From an optimization exercise on the open Yosys and OpenROAD flow, aimed at small area; shortcuts taken in it are not production practice. RTL that was checked went through simulation tests only; none was proved equivalent to the original. Only the layout flow was run in run 2; the RTL was not checked for function there. No activity file was given, so power comes from the tool's default toggle rates.

==> design.v <==
package exec_pkg;
    localparam int xlen_default     = 64;
    localparam int pc_width_default = 32;
    localparam int shamt_bits = 6;
    typedef logic [6:0] opcode_t;
    typedef logic [2:0] funct3_t;
    typedef logic [6:0] funct7_t;
    localparam opcode_t op_reg    = 7'b0110011;
    localparam opcode_t op_imm    = 7'b0010011;
    localparam opcode_t op_load   = 7'b0000011;
    localparam opcode_t op_store  = 7'b0100011;
    localparam opcode_t op_branch = 7'b1100011;
    localparam opcode_t op_jal    = 7'b1101111;
    localparam opcode_t op_jalr   = 7'b1100111;
    localparam opcode_t op_auipc  = 7'b0010111;
    localparam opcode_t op_lui    = 7'b0110111;
    localparam funct7_t f7_base = 7'b0000000;
    localparam funct7_t f7_alt  = 7'b0100000;
endpackage
`timescale 1ns/1ns
module exec_decode (
    input  exec_pkg::opcode_t opcode,
    input  exec_pkg::funct3_t func3,
    input  exec_pkg::funct7_t func7,
    output logic              use_imm,     
    output logic              upper,       
    output logic              auipc,
    output logic              sub,         
    output logic              sel_sum,
    output logic              sel_p,       
    output logic              sel_g,       
    output logic              sel_shr,
    output logic              sel_shl,
    output logic              sel_slt,
    output logic              sel_sltu,
    output logic              sra,
    output logic              res_en,      
    output logic              cls_branch,
    output logic              cls_jump,
    output logic              jump_from_reg,
    output logic              flag_en,     
    output logic              set_load,
    output logic              set_store
);
    logic is_reg, is_imm, is_lui, is_load, is_store, arith, f7z, f7a, ok;
    assign is_reg   = (opcode == exec_pkg::op_reg);
    assign is_imm   = (opcode == exec_pkg::op_imm);
    assign is_lui   = (opcode == exec_pkg::op_lui);
    assign auipc    = (opcode == exec_pkg::op_auipc);
    assign is_load  = (opcode == exec_pkg::op_load);
    assign is_store = (opcode == exec_pkg::op_store);
    assign cls_branch    = (opcode == exec_pkg::op_branch);
    assign jump_from_reg = (opcode == exec_pkg::op_jalr);
    assign cls_jump = (opcode == exec_pkg::op_jal) || jump_from_reg;
    assign arith   = is_reg || is_imm;
    assign upper   = is_lui || auipc;
    assign use_imm = is_imm;
    assign f7z = (func7 == exec_pkg::f7_base);
    assign f7a = (func7 == exec_pkg::f7_alt);
    always_comb begin
        case (func3)
            3'd0:    ok = is_imm || f7z || f7a;
            3'd5:    ok = f7z || f7a;
            default: ok = is_imm || f7z;
        endcase
    end
    assign sub      = is_reg && func3 == 3'd0 && f7a;
    assign sel_sum  = upper || (arith && func3 == 3'd0);
    assign sel_p    = arith && (func3 == 3'd4 || func3 == 3'd6);
    assign sel_g    = arith && (func3 == 3'd6 || func3 == 3'd7);
    assign sel_shl  = arith && func3 == 3'd1;
    assign sel_shr  = arith && func3 == 3'd5;
    assign sel_slt  = arith && func3 == 3'd2;
    assign sel_sltu = arith && func3 == 3'd3;
    assign sra      = f7a && func3[2];
    assign res_en = !(arith && !ok) && !cls_branch && !cls_jump && !is_load && !is_store;
    assign set_load  = is_load && func3 != 3'd7;
    assign set_store = is_store && !func3[2];
    assign flag_en   = !(arith && !ok) && !(is_load && func3 == 3'd7) && !(is_store && func3[2]);
endmodule
`timescale 1ns/1ns
module exec_add #(
    parameter int w  = 64,
    parameter int lg = 6     
) (
    input  logic [w-1:0] a,
    input  logic [w-1:0] b,
    input  logic         cin,
    output logic [w-1:0] p,      
    output logic [w-1:0] g,      
    output logic [w-1:0] sum,
    output logic         cout
);
    logic [w-1:0] gg, pp;
    assign p = a ^ b;
    assign g = a & b;
    always_comb begin
        gg = g;
        pp = p;
        gg[0] = g[0] | (p[0] & cin);
        for (int l = 0; l < lg; l++) begin
            for (int j = 2 ** (l + 1) - 1; j < w; j = j + 2 ** (l + 1)) begin
                gg[j] = gg[j] | (pp[j] & gg[j - 2 ** l]);
                pp[j] = pp[j] & pp[j - 2 ** l];
            end
        end
        for (int l = lg - 2; l >= 0; l--) begin
            for (int j = 3 * 2 ** l - 1; j < w; j = j + 2 ** (l + 1)) begin
                gg[j] = gg[j] | (pp[j] & gg[j - 2 ** l]);
                pp[j] = pp[j] & pp[j - 2 ** l];
            end
        end
    end
    assign sum  = p ^ {gg[w-2:0], cin};
    assign cout = gg[w-1];
endmodule
module exec_compute (
    input  logic [63:0] data1,
    input  logic [63:0] data2,
    input  logic [63:0] imm,
    input  logic [31:0] pc,
    input  logic        use_imm,
    input  logic        upper,
    input  logic        auipc,
    input  logic        sub,
    input  logic        sel_sum,
    input  logic        sel_p,
    input  logic        sel_g,
    input  logic        sel_shr,
    input  logic        sel_shl,
    input  logic        sel_slt,
    input  logic        sel_sltu,
    input  logic        sra,
    input  logic        cls_branch,
    input  logic [2:0]  func3,
    input  logic        jump_from_reg,
    output logic [63:0] alu_result,
    output logic        br_taken,
    output logic [31:0] br_target,
    output logic [31:0] pc_next
);
    logic [63:0] opb, a, b0, b, p, g, sum;
    logic [63:0] sh_in, sh_out;
    logic [5:0]  shamt;
    logic        inv, cout, ltu, lt, eq, cond;
    assign opb = use_imm ? imm : data2;
    assign inv = sub || sel_slt || sel_sltu || cls_branch;
    assign a  = upper ? {imm[51:0], 12'b0} : data1;
    assign b0 = upper ? {32'b0, pc & {32{auipc}}} : opb;
    assign b  = b0 ^ {64{inv}};
    exec_add #(.w(64)) add_i (
        .a(a), .b(b), .cin(inv), .p(p), .g(g), .sum(sum), .cout(cout)
    );
    assign ltu = !cout;
    assign lt  = cout ^ p[63];
    assign eq  = &p;
    assign shamt = opb[5:0];
    always_comb begin
        for (int i = 0; i < 64; i++) sh_in[i] = sel_shl ? data1[63 - i] : data1[i];
    end
    assign sh_out = $signed({sra && data1[63], sh_in}) >>> shamt;
    always_comb begin
        for (int i = 0; i < 64; i++) begin
            alu_result[i] = (sel_sum && sum[i]) || (sel_p && p[i]) || (sel_g && g[i]) ||
                            (sel_shr && sh_out[i]) || (sel_shl && sh_out[63 - i]);
        end
        alu_result[0] = alu_result[0] || (sel_slt && lt) || (sel_sltu && ltu);
    end
    always_comb begin
        case (func3[2:1])
            2'b00:   cond = eq;
            2'b10:   cond = lt;
            2'b11:   cond = ltu;
            default: cond = 1'b1;
        endcase
        br_taken = func3[2:1] != 2'b01 && (cond ^ func3[0]);
    end
    logic [31:0] t_p, t_g;
    logic        t_c;
    exec_add #(.w(32), .lg(5)) tgt_i (
        .a(jump_from_reg ? data1[31:0] : pc), .b(imm[31:0]), .cin(1'b0),
        .p(t_p), .g(t_g), .sum(br_target), .cout(t_c)
    );
    logic [31:0] inc_c;
    always_comb begin
        inc_c[2] = 1'b1;
        for (int i = 3; i < 32; i++) inc_c[i] = inc_c[i - 1] & pc[i - 1];
        inc_c[1:0] = 2'b00;
    end
    assign pc_next = pc ^ inc_c;
endmodule
`timescale 1ns/1ns
module exec_result_reg (
    input  logic        clk,
    input  logic        rst,
    input  logic        res_en,
    input  logic        cls_branch,
    input  logic        cls_jump,
    input  logic        flag_en,
    input  logic        set_load,
    input  logic        set_store,
    input  logic [63:0] alu_result,
    input  logic        br_taken,
    input  logic [31:0] br_target,
    input  logic [31:0] pc_next,
    output logic [63:0] result,
    output logic [31:0] pc_branch,
    output logic        is_branch,
    output logic        mem_rw,
    output logic        is_load
);
    always_ff @(posedge clk or posedge rst) begin
        if (rst) begin
            result    <= '0;
            pc_branch <= '0;
            is_branch <= 1'b0;
            mem_rw    <= 1'b0;
            is_load   <= 1'b0;
        end else begin
            if (res_en) result <= alu_result;
            if (cls_jump || (cls_branch && br_taken)) begin
                is_branch <= 1'b1;
                pc_branch <= br_target;
            end else if (cls_branch) begin
                is_branch <= 1'b0;
                pc_branch <= pc_next;
            end
            if (flag_en) begin
                mem_rw  <= set_store;
                is_load <= set_load;
            end
        end
    end
endmodule
`timescale 1ns/1ns
module exec_unit #(
    parameter int xlen     = exec_pkg::xlen_default,
    parameter int pc_width = exec_pkg::pc_width_default
) (
    input  logic                clk,
    input  logic                rst,
    input  exec_pkg::opcode_t   opcode,
    input  exec_pkg::funct3_t   func3,
    input  exec_pkg::funct7_t   func7,
    input  logic [xlen-1:0]     imm,
    input  logic [xlen-1:0]     data1,
    input  logic [xlen-1:0]     data2,
    input  logic [pc_width-1:0] pc,
    output logic [xlen-1:0]     result,
    output logic [pc_width-1:0] pc_branch,
    output logic                is_branch,
    output logic                mem_rw,
    output logic                is_load
);
    logic use_imm, upper, auipc, sub, sel_sum, sel_p, sel_g, sel_shr, sel_shl;
    logic sel_slt, sel_sltu, sra, res_en, cls_branch, cls_jump, jump_from_reg;
    logic flag_en, set_load, set_store;
    logic [63:0] alu_result;
    logic        br_taken;
    logic [31:0] br_target;
    logic [31:0] pc_next;
    exec_decode exec_decode_i (
        .opcode        (opcode),
        .func3         (func3),
        .func7         (func7),
        .use_imm       (use_imm),
        .upper         (upper),
        .auipc         (auipc),
        .sub           (sub),
        .sel_sum       (sel_sum),
        .sel_p         (sel_p),
        .sel_g         (sel_g),
        .sel_shr       (sel_shr),
        .sel_shl       (sel_shl),
        .sel_slt       (sel_slt),
        .sel_sltu      (sel_sltu),
        .sra           (sra),
        .res_en        (res_en),
        .cls_branch    (cls_branch),
        .cls_jump      (cls_jump),
        .jump_from_reg (jump_from_reg),
        .flag_en       (flag_en),
        .set_load      (set_load),
        .set_store     (set_store)
    );
    exec_compute exec_compute_i (
        .data1         (data1),
        .data2         (data2),
        .imm           (imm),
        .pc            (pc),
        .use_imm       (use_imm),
        .upper         (upper),
        .auipc         (auipc),
        .sub           (sub),
        .sel_sum       (sel_sum),
        .sel_p         (sel_p),
        .sel_g         (sel_g),
        .sel_shr       (sel_shr),
        .sel_shl       (sel_shl),
        .sel_slt       (sel_slt),
        .sel_sltu      (sel_sltu),
        .sra           (sra),
        .cls_branch    (cls_branch),
        .func3         (func3),
        .jump_from_reg (jump_from_reg),
        .alu_result    (alu_result),
        .br_taken      (br_taken),
        .br_target     (br_target),
        .pc_next       (pc_next)
    );
    exec_result_reg exec_result_reg_i (
        .clk        (clk),
        .rst        (rst),
        .res_en     (res_en),
        .cls_branch (cls_branch),
        .cls_jump   (cls_jump),
        .flag_en    (flag_en),
        .set_load   (set_load),
        .set_store  (set_store),
        .alu_result (alu_result),
        .br_taken   (br_taken),
        .br_target  (br_target),
        .pc_next    (pc_next),
        .result     (result),
        .pc_branch  (pc_branch),
        .is_branch  (is_branch),
        .mem_rw     (mem_rw),
        .is_load    (is_load)
    );
endmodule
==> run.sh <==
#!/bin/bash
# synth_recipe.tcl (not shown) runs the flow's synth.tcl, then flattens the netlist and writes it again
# the make line also repeats each setting of config.mk as NAME=value (left out here)
make -C /OpenROAD-flow-scripts/flow DESIGN_CONFIG=/design/flow/config.mk WORK_HOME=/design/flow/orfs CLKGATE_MAP_FILE= SYNTH_SCRIPT=/design/flow/synth_recipe.tcl finish
==> config.mk <==
export PLATFORM = sky130hd
export DESIGN_NAME = exec_unit
export DESIGN_NICKNAME = exec_unit
export VERILOG_FILES = /design/flow/design.v
export SDC_FILE = /design/flow/constraint.sdc
export NUM_CORES = 4
export LEC_CHECK = 0
export ABC_AREA = 1
export CAP_MARGIN = 20
export CORE_MARGIN = 2
export CORE_UTILIZATION = 50
export SLEW_MARGIN = 20
==> constraint.sdc <==
create_clock -name core_clock -period 6.5 [get_ports {clk}]
set_input_delay 1.3000 -clock core_clock [delete_from_list [all_inputs] [get_ports {clk}]]
set_output_delay 1.3000 -clock core_clock [all_outputs]
set_load 0.01 [all_outputs]
==> flow_summary.yaml, run 1 <==
sta:
  finalMaxSlewViolations: 0
  final_hold_viol_count: 0
  whs_ps: 484
  clock.fmax_mhz: 158
  max_slew_margin: 0.268
  worst_pin_slew_ps: 1090
  finClkSkew_ps: 0
  post-route-period-util: 0.975
  setup_viol: 0
  fin_crit_ps: 6340
global_routing:
  grt.total_usage: 0.491
  grt_pass1_wl_um: 144000
  grt-ovfl-total: 0
  antenna_found_initial: 5
  grt_max_degree: 65
  grt_pass1_vias: 24134
yosys:
  yosys-top-cells-count: "nand3_1 (971), nand2_1 (655), inv_1 (307)"
  synthAdderAreaFrac: 0.131
  synth-compound-area-share: 0.123
  ys_seq_elements: 99
  yosysTopAreaCell: "nand3_1"
  synth-simple-area-share: 0.460
  synthFlopType: "dfrtp_1"
  synth-edff-count: 0
  synth_top_family_by_area: "simple AND/OR/NAND/NOR gates"
  yosysSeqAreaShare: 0.131
  ys_types: 46
  syn_area_um2: 18800
  synthCells: 3173
  yosys-top-cells-area: "nand3_1 (26%), dfrtp_1 (13%), nand2_1 (13%), ha_1 (8.0%), inv_1 (6.1%)"
  synthXorXnorAreaFrac: 0.0446
  avgSynthCellArea_um2: 5.94
  ys_async_sr_fraction: 1.00
  synth_most_common_cell: "nand3_1"
  yosysWarnings: 5
  syn_nets: 3585
  synth_top_cell_area_share: 0.258
  synth_mux_area_frac: 0
final_layout:
  areaGrowthSynthToFinish_pct: 31.6
  layout.nets: 3991
  final_util: 0.663
  n_fill_cell: 3336
  multi_input_area_um2: 14600
  regArea_um2: 2480
  drive_gt1_frac: 0.118
power_and_ir_drop:
  power.leakage_uw: 0.0125
  ir_worst_vdd_uv: 172
  power_density_nw_per_um2: 127
worst_setup_path:
  critPathCaptureType: "flip-flop"
  crit_path_top_delay_cell: "dlygate4sd2_1"
  critPathBufInv: 1
  start_kind: "primary input"
  worstPathArrival_ps: 6650
  cp_top_family: "adder cells"
  path_class: "in2reg"
  critPathMostFrequentCell: "ha_2"
  cpPeakStageDelay_ps: 240
  path_max_fanout: 2
  critPathRequiredTime_ps: 6810
die:
  floorplan.die_area_um2: 39200
  initial_core_util: 0.504
  rows: 71
  core-area_um2: 37400
  die_y_um: 198
  io_pins: 342
  fp.dieW_um: 198
clocking:
  cts_buffers: 9
  clockRootBuffer: "clkbuf_16"
  clk_latency_ps: 400
  clk_pin_slew_ps: 90
  clockBufferDepth: 2
  hold_buffers: 0
  cts_sinks: 99
  htreeDepth: 3
  cts_tree: "built"
routing:
  vias: 26086
  ant_nets: 0
  post_drt_wl_per_cell_um: 23.9
  wirelength_um: 97900
  drtPass1Iterations: 7
  drt_iter0_markers: 4012
  post_drt_via_cell_ratio: 6.36
  remaining_drc_errors: 0
placement:
  place_congestion: 1.08
  port_buffers: 341
  hpwl_um: 78400
hold_path:
  hp-class: "reg2reg"
flow_run:
  drv_cap: 0
status:
  outcome: "complete, no violations"
==> registers in the layout, summed over array words and instances (netlist names) <==
name / count
exec_result_reg_i.result: 64
exec_result_reg_i.pc_branch: 32
exec_result_reg_i.is_branch: 1
exec_result_reg_i.is_load: 1
exec_result_reg_i.mem_rw: 1
==> routing by layer <==
layer | vias up | share of wire | routed length (um) | global-route usage
met5 | - | 0.00013 | 13 | 0
met4 | 2 | 0.081 | 7900 | 0.334
met3 | 474 | 0.14 | 13400 | 0.131
met2 | 2064 | 0.41 | 40600 | 0.720
met1 | 11986 | 0.37 | 35900 | 0.628
li1 | 11560 | - | - | -
==> area by class of cell <==
| class | count | share of cell area |
|---|---|---|
| Antenna cell | 7 | 0.000706 |
| Clock buffer | 9 | 0.00908 |
| Clock inverter | 7 | 0.00368 |
| Inverter | 319 | 0.0484 |
| Multi-Input combinational cell | 2546 | 0.589 |
| Sequential cell | 99 | 0.0999 |
| Tap cell | 511 | 0.0258 |
| Timing Repair Buffer | 604 | 0.223 |
==> worst reg2reg max path: stages, from the launching register on <==
cell and delay, ps:
dfrtp_1 400, or2_2 300, nand2_1 70, inv_1 50
==> layout by cell type, fill, tap and decap left out, drive strengths merged, types with 10 or more instances in the layout <==
cell type,count
nand2,658
nand3,972
nor3,13
ha,121
fa,48
a21oi,59
dfrtp,99
a211oi,10
xnor2,23
inv,321
a221oi,41
xor2,73
buf,263
a311oi,13
clkdlybuf4s50,336
nor2,140
nand3b,30
o21ai,220
or2,71
==> repair_timing <==
action                                  in CTS  in global routing
setup buffers                                0                  4
endpoints found under the setup margin       5                 24
pin swaps                                    2                  5
resized for setup                           18                 48
==> logic make-up after synthesis <==
| family | count (synthesis) |
|---|---|
| AOI/OAI and AO/OA | 391 |
| DFF | 99 |
| xor gates and xnor gates | 96 |
| adders and majority gates | 169 |
| and+or+nand+nor | 1890 |
| buffers and inverters | 528 |
==> final timing paths <==
check,start,end,slack [ps],cells past startpoint
setup / recovery,pc[3],exec_result_reg_i.pc_branch[31],160,34
hold / removal,exec_result_reg_i.pc_branch[25],exec_result_reg_i.pc_branch[25],480,2
min in group asynchronous,rst,exec_result_reg_i.result[27],1310,2
hold reg to reg,exec_result_reg_i.pc_branch[25],exec_result_reg_i.pc_branch[25],480,2
setup reg to reg,exec_result_reg_i.result[54],exec_result_reg_i.result[54],5580,3
max in group asynchronous,rst,exec_result_reg_i.result[56],3970,3
==> where the power goes <==
part | total, uW | switching (uW) | leakage [uW] | internal [uW]
combinational | 1820 | 1060 | 0.0110 | 752
sequential | 723 | 41.1 | 0.00133 | 682
clock | 615 | 335 | 0.000153 | 280
total | 3150 | 1440 | 0.0125 | 1710
==> through the flow <==
step | TNS [ps] | cells | total power, uW | cell area (um2) | setup WS, ps
after floorplan | 0 | 3173 | 1640 | 18900 | 10.4
after global placement | -4640 | 4075 | 2410 | 24200 | -833
after detailed placement | -6310 | 4075 | 2460 | 24200 | -918
after CTS | 0 | 4091 | 3080 | 24500 | 16.9
after global routing | -62.6 | 4095 | 3300 | 24800 | -32.0
final | 0 | 4102 | 3150 | 24800 | 161
==> inputs of run 2 (changes only) <==
--- a/design.v
+++ b/design.v
@@ -81,6 +81,5 @@
 `timescale 1ns/1ns
 module exec_add #(
-    parameter int w  = 64,
-    parameter int lg = 6     
+    parameter int w = 64
 ) (
     input  logic [w-1:0] a,
@@ -92,4 +91,5 @@
     output logic         cout
 );
+    localparam int lg = $clog2(w);
     logic [w-1:0] gg, pp;
     assign p = a ^ b;
@@ -178,5 +178,5 @@
     logic [31:0] t_p, t_g;
     logic        t_c;
-    exec_add #(.w(32), .lg(5)) tgt_i (
+    exec_add #(.w(32)) tgt_i (
         .a(jump_from_reg ? data1[31:0] : pc), .b(imm[31:0]), .cin(1'b0),
         .p(t_p), .g(t_g), .sum(br_target), .cout(t_c)
==> run 2 against run 1 <==
Highest routed layer unchanged. Via count stayed put. Utilization stayed put. Critical path depth stayed put. Global-route usage stayed put. First-iteration DRC count stayed put.
==> flow_summary.yaml, run 2 <==
worst_setup_path:
  r2r_start: "exec_result_reg_i.result[54]"
  cp_top_family: "adder cells"
  cpPeakStageDelay_ps: 240
  start_kind: "primary input"
  r2r-end: "exec_result_reg_i.result[54]"
  critPathBufInv: 1
  crit_path_top_delay_cell: "dlygate4sd2_1"
  critPathMostFrequentCell: "ha_2"
  reg2regPathDepth: 3
  critPathRequiredTime_ps: 6810
  critPathCaptureType: "flip-flop"
  path_class: "in2reg"
  cp_num_cells: 34
  critPathCapture: "exec_result_reg_i.pc_branch[31]"
  cp-startpoint: "pc[3]"
  r2r_slack_ps: 5580
  worstPathArrival_ps: 6650
  path_max_fanout: 2
die:
  initial_core_util: 0.504
  floorplan.die_area_um2: 39200
  fp.dieW_um: 198
  die_y_um: 198
  core-area_um2: 37400
  io_pins: 342
  rows: 71
global_routing:
  grt_pass1_wl_um: 144000
  antenna_found_initial: 5
  grt-ovfl-total: 0
  grt_pass1_vias: 24134
  grt_max_degree: 65
  grt.total_usage: 0.491
clocking:
  cts_tree: "built"
  clockRootBuffer: "clkbuf_16"
  cts_sinks: 99
  clk_pin_slew_ps: 90
  cts_buffers: 9
  htreeDepth: 3
  clk_latency_ps: 400
  clockBufferDepth: 2
final_layout:
  reg.largest.list: "exec_result_reg_i.result x64, exec_result_reg_i.pc_branch x32"
  stdcell_area_um2: 24800
  top_register: "exec_result_reg_i.result"
  areaGrowthSynthToFinish_pct: 31.6
  layout.nets: 3991
  layoutNonFillerInstCount: 4102
  largest_reg_flops: 64
  layout_commonest_cell: "nand3_1"
  drive_gt1_frac: 0.118
  n_fill_cell: 3336
  layout_common_cells: "nand3_1 (970), nand2_1 (648), clkdlybuf4s50_1 (336)"
routing:
  wl_met1_um: 35900
  wirelength_um: 97900
  drt_iter0_markers: 4012
  post_drt_wl_per_cell_um: 23.9
  remaining_drc_errors: 0
  post_drt_via_cell_ratio: 6.36
  top_layer: "met5"
  drtPass1Iterations: 7
  met3_length_um: 13400
  wl_met2_um: 40600
  ant_nets: 0
  vias: 26086
yosys:
  yosysSeqAreaShare: 0.131
  ys_types: 46
  yosysWarnings: 5
  synthCells: 3173
  synth_most_common_cell: "nand3_1"
  syn_area_um2: 18800
  syn_nets: 3585
  yosysTopAreaCell: "nand3_1"
  yosys-top-cells-count: "nand3_1 (971), nand2_1 (655), inv_1 (307)"
  synth-edff-count: 0
  ys_async_sr_fraction: 1.00
  ys_seq_elements: 99
  synth_top_cell_area_share: 0.258
  avgSynthCellArea_um2: 5.94
  yosys-top-cells-area: "nand3_1 (26%), dfrtp_1 (13%), nand2_1 (13%), ha_1 (8.0%), inv_1 (6.1%)"
  synthFlopType: "dfrtp_1"
sta:
  finalMaxSlewViolations: 0
  setup_viol: 0
  fin_crit_ps: 6340
  worst_pin_slew_ps: 1090
  setup_slack_ps: 161
  post-route-period-util: 0.975
  clock.fmax_mhz: 158
  whs_ps: 484
  max_slew_margin: 0.268
  final_hold_viol_count: 0
  finClkSkew_ps: 0
status:
  outcome: "complete, no violations"
hold_path:
  hp-class: "reg2reg"
placement:
  place_congestion: 1.08
  place_ws_ps: -918
  place_area_um2: 24200
  port_buffers: 341
  place_inst: 4075
  hpwl_um: 78400
power_and_ir_drop:
  power.leakage_uw: 0.0125
  ir_worst_vdd_uv: 172
  power_density_nw_per_um2: 127
  finalPower_uw: 3150
flow_run:
  drv_cap: 0
[run 2: cell counts in the layout (fill, tap and decap cells not counted)]
No cell type changed its count.
[run 2: kinds of logic after synthesis]
family | Yosys count | synth area share
and+or+nand+nor | 1890 | 0.460
buffers and inverters | 528 | 0.109
AOI/OAI and AO/OA | 391 | 0.123
adders and majority gates | 169 | 0.131
DFF | 99 | 0.131
xor gates and xnor gates | 96 | 0.0446
[run 2: layer usage]
layer,global-route usage,vias up
met4,0.334,2
met1,0.628,11986
met2,0.720,2064
li1,-,11560
met3,0.131,474
met5,0,-
[run 2: worst min-delay path by stage]
| stage | start | to | cells after the start |
|---|---|---|---|
| finish | exec_result_reg_i.pc_branch[25] | exec_result_reg_i.pc_branch[25] | 2 |
| global route | exec_result_reg_i.pc_branch[14] | exec_result_reg_i.pc_branch[14] | 2 |
| CTS | exec_result_reg_i.pc_branch[25] | exec_result_reg_i.pc_branch[25] | 2 |
| detailed placement | exec_result_reg_i.pc_branch[25] | exec_result_reg_i.pc_branch[25] | 2 |
| global placement | exec_result_reg_i.pc_branch[23] | exec_result_reg_i.pc_branch[23] | 2 |
| floorplan | exec_result_reg_i.mem_rw | exec_result_reg_i.mem_rw | 2 |
[run 2: cell type report]
cell class | instances | area, um2 | share of cell area
Antenna cell | 7 | 17.5 | 0.000706
Clock buffer | 9 | 225 | 0.00908
Clock inverter | 7 | 91.3 | 0.00368
Inverter | 319 | 1200 | 0.0484
Multi-Input combinational cell | 2546 | 14600 | 0.589
Sequential cell | 99 | 2480 | 0.0999
Tap cell | 511 | 639 | 0.0258
Timing Repair Buffer | 604 | 5530 | 0.223
[run 2: metrics by stage]
step                       util  setup TNS, ps
final                     0.663              0
after global routing      0.663          -62.6
after CTS                 0.656              0
after detailed placement  0.647          -6310
after global placement    0.647          -4640
after floorplan               -              0
[run 2: where the power goes]
group          switching, uW  internal (uW)  leakage [uW]  total (uW)
registers               41.1            682       0.00133         723
clock network            335            280      0.000153         615
logic                   1060            752        0.0110        1820
[run 2: timing repair]
item	in CTS	in global routing
setup endpoints to repair	5	24
resized for setup	18	48
pin swaps	2	5
hold buffers	0	0
buffers inserted	0	4
[run 2: worst reg2reg max path, cell delays in order (launching register included)]
cell and delay [ps]:
dfrtp_1 400, or2_2 300, nand2_1 70, inv_1 50

## static timing again, ports no longer ideal
Ports are ideal in the flow. The routed layouts listed here were re-timed in OpenROAD.
Step 1 sets driving cells, clkbuf_16 on the clock port and buf_2 on the other inputs (assumed; they add their load-dependent delay and slew).
Step 2, shift: input delay + t, output delay - t, t = (earliest + latest rising clock arrival at the registers) / 2. This alone moves slack from input paths to output paths.
a / b / c = ideal / step 1 / step 2; a / b = the first two.
run	t, ns	setup slack, ns	clock arrival spread, ns	worst register clock-pin slew, ns
run 1	0.466	0.161 / 0.191 / -0.275	0.025 / 0.025	0.10 / 0.10
run 2	0.466	0.161 / 0.191 / -0.275	0.025 / 0.025	0.10 / 0.10
Met with ideal ports but missed after step 2: setup timing in run 1 and run 2.
